What follows belongs to an exercise in optimizing a design on an open flow for small area and a short achievable clock period; a production flow would make more cautious choices. In this exercise RTL edits were held to simulation tests only and were not proved equivalent to the original.

## run a
==> flow/design.v (excerpt) <==
module iir_filter (
  input  logic                          clk,
  input  logic                          nrst,
  input  logic                          coef_we,
  input  logic [4-1:0]        coef_addr,
  input  logic signed [16-1:0] coef_data,
  input  logic signed [16-1:0]   din,
  output logic signed [21-1:0]  dout
);
  logic        strobe;
  logic        running;
  logic        phase;
  logic [1:0]  idx;
  logic [2:0][15:0] gain, a2;
  logic [5:0][15:0] ab;
  logic [2:0][31:0] w1, w2;
  logic signed [34:0] cur;
  logic signed [34:0] dq;
  logic signed [34:0] fb;
  logic               fk;
  sample_strobe u_strobe (
    .clk    (clk),
    .nrst   (nrst),
    .hold   (coef_we),
    .strobe (strobe)
  );
  section_sequencer u_seq (
    .clk     (clk),
    .nrst    (nrst),
    .strobe  (strobe),
    .stall   (coef_we),
    .running (running),
    .phase   (phase),
    .idx     (idx)
  );
  logic ph0, ph1;
  assign ph0 = running && !coef_we && !phase;
  assign ph1 = running && !coef_we && phase;
  logic signed [34:0] f_fb;
  logic               f_fk;
  logic [35:0]        w_cy;
  logic signed [23:0] x;
  logic signed [34:0] f_s;
  logic signed [35:0] w_sum;
  logic signed [31:0] w_new;
  logic signed [23:0] cur_s;
  logic               ovf_c, ovf_o;
  iir_mul_g u_mul_g (
    .g   (gain[0]),
    .xin (cur_s),
    .x   (x)
  );
  assign w_cy  = {cur, 1'b1} + {~fb, ~fk};
  assign w_sum = {w_cy[35], w_cy[35:1]};
  logic ovf_w;
  assign ovf_w = !((&w_sum[35:31]) || !(|w_sum[35:31]));
  assign w_new = ovf_w ? {w_sum[35], {31{~w_sum[35]}}} : w_sum[31:0];
  iir_mul_f u_mul_f (
    .c1 (ab[0]),
    .v1 (w1[0]),
    .c2 (a2[0]),
    .v2 (w2[0]),
    .wl (w_new),
    .y  (f_s),
    .fb (f_fb),
    .fk (f_fk)
  );
  assign ovf_c = !((&cur[34:23]) || !(|cur[34:23]));
  assign cur_s = ovf_c ? {cur[34], {23{~cur[34]}}} : cur[23:0];
  ...
Size: about 7,200 cells after synthesis, about 60 I/O pins, roughly 0.059 sq mm of cells after synthesis.
Settings: LEC_CHECK=0, ABC_AREA=1, CAP_MARGIN=20, CORE_MARGIN=2, CORE_UTILIZATION=55, SLEW_MARGIN=20, SYNTH_HIERARCHICAL=1; clock period 20.0 ns.
standard.sh (not shown) runs the stock make flow with config.mk's settings and CLKGATE_MAP_FILE= SYNTH_SCRIPT=/design/flow/synth_recipe.tcl, a recipe that flattens the netlist after the stock synthesis.
==> flow/flow/run.sh <==
#!/bin/bash
# The standard layout, with the setup repair asked to leave a margin
# below the clock period so that it sizes the critical paths up.
set -euo pipefail
bash standard.sh SETUP_SLACK_MARGIN=13.2 finish > standard_finish.log 2>&1
The flow did not stop early for run a: all stages ran, and the layout cleared the timing, DRC and antenna checks.
Changes in run b relative to run a:
==> flow/flow/run.sh <==
#!/bin/bash
# The standard layout, with the setup repair asked to leave a margin
# below the clock period so that it sizes the critical paths up.
set -euo pipefail
bash standard.sh SETUP_SLACK_MARGIN=12.0 finish > standard_finish.log 2>&1
Findings:
Run b completed; timing, DRC and antenna clean. cur[19] as the worst setup path endpoint was reported by run b, and dout[13] by run a. Critical path startpoint: dq[28] -> run a, ab[7] -> run b. Run b against run a: detailed-route via count down 2,580; fraction of met1 tracks used by global routing decreased 0.85 points; global-route total usage across every layer down 1.4 points; worst setup slack fell by 1.03 ns; number of nets at the end of the flow went down 259. Taking run a as the reference, in run b detailed-route wire length on metal 1 down about 2.4%, design area down 7.4%, final cell count down 259.

* * *

iir_filter again, from the RTL that the note above started with.
Design iir_filter, start of the top module:
module iir_filter (
  input  logic                          clk,
  input  logic                          nrst,
  input  logic                          coef_we,
  input  logic [4-1:0]        coef_addr,
  input  logic signed [16-1:0] coef_data,
  input  logic signed [16-1:0]   din,
  output logic signed [21-1:0]  dout
);
==> flow/config.mk <==
export PLATFORM = sky130hd
export DESIGN_NAME = iir_filter
export DESIGN_NICKNAME = iir_filter
export VERILOG_FILES = /design/flow/design.v
export SDC_FILE = /design/flow/constraint.sdc
export NUM_CORES = 4
export LEC_CHECK = 0
export ABC_AREA = 1
export CAP_MARGIN = 20
export CORE_MARGIN = 2
export CORE_UTILIZATION = 55
export SLEW_MARGIN = 20
export SYNTH_HIERARCHICAL = 1
==> flow/constraint.sdc <==
create_clock -name core_clock -period 20.0 [get_ports {clk}]
set_input_delay 4.0000 -clock core_clock [delete_from_list [all_inputs] [get_ports {clk}]]
set_output_delay 4.0000 -clock core_clock [all_outputs]
set_load 0.01 [all_outputs]
==> flow/flow/run.sh <==
#!/bin/bash
# The standard layout, with the setup repair asked to leave a margin
# below the clock period so that it sizes the critical paths up.
set -euo pipefail
bash standard.sh SETUP_SLACK_MARGIN=12.5 finish > standard_finish.log 2>&1
==> next run, changes <==
==> flow/flow/run.sh (replaced) <==
#!/bin/bash
# The standard layout, with the setup repair asked to leave a margin
# below the clock period so that it sizes the critical paths up.
set -euo pipefail
bash standard.sh SETUP_SLACK_MARGIN=13.5 finish > standard_finish.log 2>&1
=> Sequential share of layout area goes down by 2.4 points. Wire length came out higher by 11%. Clock skew decreases by 0.0038 ns.
==> next run, changes <==
CORE_UTILIZATION = 65   (was 55)
Die area went down by about 15%. Worst setup slack is worse by 0.37 ns. Non-clock buffer count decreases by 55. Global-route usage grows by 5.6 points. Synthesized cell count does not change. Final area fell by about 1.9%. Flip-flop and latch count stays the same.

-- afterwards: timing with drivers on the ports --
How much do the figures lean on ideal ports? The routed layouts below were timed once more, with nothing changed but the port constraints. Step 1: set_driving_cell puts a clkbuf_16 on clk and a buf_2 on each other input, an assumption about the parent block. Step 2, shift: input delay + t, output delay - t, t = (earliest + latest rising clock arrival at the registers) / 2. This alone moves slack from input paths to output paths. Slacks: ideal ports / drivers / drivers and shift; pairs: ideal ports / drivers.
run	t, ns	setup slack, ns	clock arrival spread, ns	worst data-port slew with drivers (ns)
run a	0.754	13.267 / 13.186 / 13.118	0.066 / 0.067	0.06
run b	0.751	12.234 / 12.234 / 12.234	0.073 / 0.072	0.06
the first run of note 2	0.752	12.702 / 12.702 / 12.702	0.070 / 0.069	0.06
the second run of note 2	0.758	13.285 / 13.285 / 13.192	0.064 / 0.065	0.06
the third run of note 2	0.762	12.913 / 12.913 / 12.881	0.043 / 0.043	0.05
After both steps every run listed still meets setup and hold. The setup slack of run a, which loses most, moves by -0.081 ns with the drivers and by -0.149 ns with both steps. The worst setup slack also covers recovery checks on asynchronous resets.
